This is an optimization exercise on Yosys and OpenROAD, whose aim is small area and a short achievable clock period, not a production implementation.
Where RTL was checked, it was by simulation tests only, not by an equivalence proof against the original.
Power and IR drop assume default switching activity.

Setup of run A:
Design xgmii_crossbar_n, start of the top module:
module xgmii_crossbar_n #(
  parameter int NUM_PORTS = 4,
  parameter int CNT_W     = 16,
  localparam int IDX_W    = (NUM_PORTS > 2) ? $clog2(NUM_PORTS) : 1
) (
  input  logic                         clk,
  input  logic                         reset,
  input  logic [8*NUM_PORTS-1:0]       eth_in_xgmii_ctrl,
  input  logic [64*NUM_PORTS-1:0]      eth_in_xgmii_data,
  input  logic [IDX_W*NUM_PORTS-1:0]   route_map,
  output logic [8*NUM_PORTS-1:0]       eth_out_xgmii_ctrl,
  output logic [64*NUM_PORTS-1:0]      eth_out_xgmii_data,
  output logic [CNT_W*NUM_PORTS-1:0]   drop_cnt,
  output logic [CNT_W*NUM_PORTS-1:0]   err_cnt,
  output logic [NUM_PORTS-1:0]         fwd_state
);
clock: 6.6 ns
lec_check: 0
cap_margin: 20
core_margin: 2
core_utilization: 35
cts_cluster_diameter: 100
cts_cluster_size: 30
place_density: 0.6
setup_slack_margin: 2.8
slew_margin: 20
standard.sh (not shown) runs the stock make flow with config.mk's settings and CLKGATE_MAP_FILE= SYNTH_SCRIPT=/design/flow/synth_recipe.tcl, a recipe that flattens the netlist after the stock synthesis.
==> flow/flow/run.sh <==
#!/bin/bash
# Standard ORFS layout, with the port buffers made of plain buf_1 cells
# instead of the delay buffers buffer_ports picks by default.
set -euo pipefail
bash standard.sh "BUFFER_PORTS_ARGS=-buffer_cell sky130_fd_sc_hd__buf_1" finish > standard_flow.log 2>&1
Run A: PASS, flow complete, no timing, DRC or antenna violations
Modified inputs, run B compared to run A
Settings: SETUP_SLACK_MARGIN changed from 2.8 to 3.0.
Notes after the runs:
- [compare] base=run A new=run B: fraction of the core area covered by cells at the end of the flow now larger; multi-input logic area stayed essentially flat; global-route track usage on met3 decreased by 0.87 points relative to the old numbers; least setup slack across all paths after layout went up; detailed route wirelength on metal2 has remained practically unchanged.
- Run B gives less sequential share of layout area than run A did.
- Run A ended up with sel_q[15]$_DFFE_PN0P_ as its beginning of the critical path; run B ended up with err_q[0]$_DFF_PN0_.
- The maximum fanout along the worst path number comes out higher for run A vs run B.
- In the tables for run B and run A, met1 demand-to-capacity share in global routing reads higher with run B.
- From run A to run B the numbers moved as follows: peak clock frequency supported by timing has increased, static leakage has increased.
Inputs modified between run B and run C:
Settings: changing PLACE_DENSITY from 0.6 to 0.62; changing SETUP_SLACK_MARGIN from 3.0 to 2.9; changing CTS_CLUSTER_SIZE from 30 to 25; changing CTS_CLUSTER_DIAMETER from 100 to 90; changing CORE_UTILIZATION from 35 to 40.
## What came out
Sort run B and run C by cell count, ascending, and run C comes first. Wire length the detailed router placed on met1 ended up 430 um higher on run C than on run B. Summary of run C over run B: setup slack saw a decrease; largest vdd supply drop up 14%. Between run B and run C, total power is lower for run B, run C comes in above that. Final cell utilization of the core delta for run C relative to run B: 5.7 points higher. Global-route usage was lower in the run labelled run B. The final reports for run C and run B show number of post-CTS setup repair buffers lower in the former. Between run B and run C, the difference in net total in the final layout is negligible. Run C ended with more power per unit of standard cell area than run B.

xgmii_crossbar_n, a different RTL version from the one above (not shown whole).
Size in the first run: roughly 2,400 cells after synthesis, roughly 460 flip-flops, about 720 I/O pins, roughly 22,000 sq um of cells after synthesis.
clock: 6.6 ns
lec_check: 0
cap_margin: 20
core_margin: 2
core_utilization: 35
place_density: 0.6
slew_margin: 20
Scripts as last shown in full above: flow/flow/run.sh
The starting point finished with timing, DRC and antenna clean.
Next try:
==> flow/run.sh (new file) <==
#!/bin/bash
# synth_recipe.tcl (not shown) runs the flow's synth.tcl, then flattens the netlist and writes it again
# the make line also repeats each setting of config.mk as NAME=value (left out here)
make -C /OpenROAD-flow-scripts/flow DESIGN_CONFIG=/design/flow/config.mk WORK_HOME=/design/flow/orfs CLKGATE_MAP_FILE= SYNTH_SCRIPT=/design/flow/synth_recipe.tcl finish
removed: flow/flow/run.sh
removed: flow/standard.sh
Outcome: Critical path depth is higher by 1. Die area does not change. Clock skew is lower by 0.016 ns. Total power is higher by 4.9%. Cell area is higher by 18%. Synthesized area is unchanged.
Function was not checked in any run of this note: the RTL went through the layout flow alone.

10-14:
xgmii_crossbar_n, a different RTL version from the one above (not shown whole).
Size in the first run: about 2400 cells after synthesis, about 460 flip-flops.
==> flow/config.mk <==
export PLATFORM = sky130hd
export DESIGN_NAME = xgmii_crossbar_n
export DESIGN_NICKNAME = xgmii_crossbar_n
export VERILOG_FILES = /design/flow/design.v
export SDC_FILE = /design/flow/constraint.sdc
export NUM_CORES = 4
export LEC_CHECK = 0
export CAP_MARGIN = 20
export CORE_MARGIN = 2
export CORE_UTILIZATION = 35
export CTS_BUF_LIST = sky130_fd_sc_hd__clkbuf_4 sky130_fd_sc_hd__clkbuf_8
export PLACE_DENSITY = 0.6
export SETUP_SLACK_MARGIN = 2.5
export SLEW_MARGIN = 20
==> flow/constraint.sdc <==
create_clock -name core_clock -period 6.6 [get_ports {clk}]
set_input_delay 1.3200 -clock core_clock [delete_from_list [all_inputs] [get_ports {clk}]]
set_output_delay 1.3200 -clock core_clock [all_outputs]
set_load 0.01 [all_outputs]
==> flow/flow/run.sh <==
#!/bin/bash
# Standard ORFS layout, with the port buffers made of plain buf_1 cells
# instead of the delay buffers buffer_ports picks by default.
set -euo pipefail
bash standard.sh "BUFFER_PORTS_ARGS=-buffer_cell sky130_fd_sc_hd__buf_1" finish > standard_flow.log 2>&1
#### Input delta (10-11 over 10-14)
Settings: CTS_BUF_LIST no longer set, was sky130_fd_sc_hd__clkbuf_4 sky130_fd_sc_hd__clkbuf_8; CTS_CLUSTER_DIAMETER now 100, previously not set; CTS_CLUSTER_SIZE now 30, previously not set.
==> comparison <==
- The pin slew with the least headroom to its limit of 10-11 is higher than that of 10-14.
- Compared 10-11 vs 10-14, and post-CTS setup buffer count is down in 10-11.
- Looking at total length of routed wires, 10-11 sits below 10-14.
- 10-11 vs 10-14, end point of the critical path: eth_out_xgmii_data[161] vs g_egress[1].dcnt_q[13]
- Relative to 10-14, sequential share of cell area increased by 1.3 points in 10-11.
- 10-11 against 10-14: layout overhead on the synthesized area moved down, via count moved down.

[port drivers added, routing unchanged]
No port has a modelled driver above. Below, the same layouts with a new extraction and two added sets of constraints. Step 1, drivers: a clkbuf_16 drives clk and a buf_2 each remaining input, both assumed. Step 2 adds t to the input delays and takes it off the output delays; t is the mean of the earliest and latest rising clock arrival at the registers after step 1. Input paths then give back, and output paths get back, about the clock's delay inside the block. Slacks: no drivers / after step 1 / after step 2; pairs: no drivers / after step 1.
run | t (ns) | setup WS [ns] | worst hold slack (ns)
run A | 0.682 | 2.720 / 2.658 / 2.447 | 0.481 / 0.481 / 0.481
run B | 0.688 | 2.926 / 2.862 / 2.566 | 0.481 / 0.481 / 0.481
run C | 0.687 | 2.863 / 2.799 / 2.386 | 0.485 / 0.485 / 0.485
the first run of note 2 | 0.662 | 0.663 / 0.704 / 0.042 | 0.491 / 0.491 / 0.491
the second run of note 2 | 0.673 | 0.626 / 0.656 / -0.017 | 0.483 / 0.483 / 0.483
10-14 | 0.728 | 2.521 / 2.486 / 1.783 | 0.479 / 0.479 / 0.479
10-11 | 0.667 | 2.514 / 2.453 / 1.986 | 0.492 / 0.492 / 0.492
With both steps, setup timing fails in the second run of note 2, where it was met with ideal ports. The setup slack of 10-14, which loses most, moves by -0.035 ns with the drivers and by -0.738 ns with both steps.
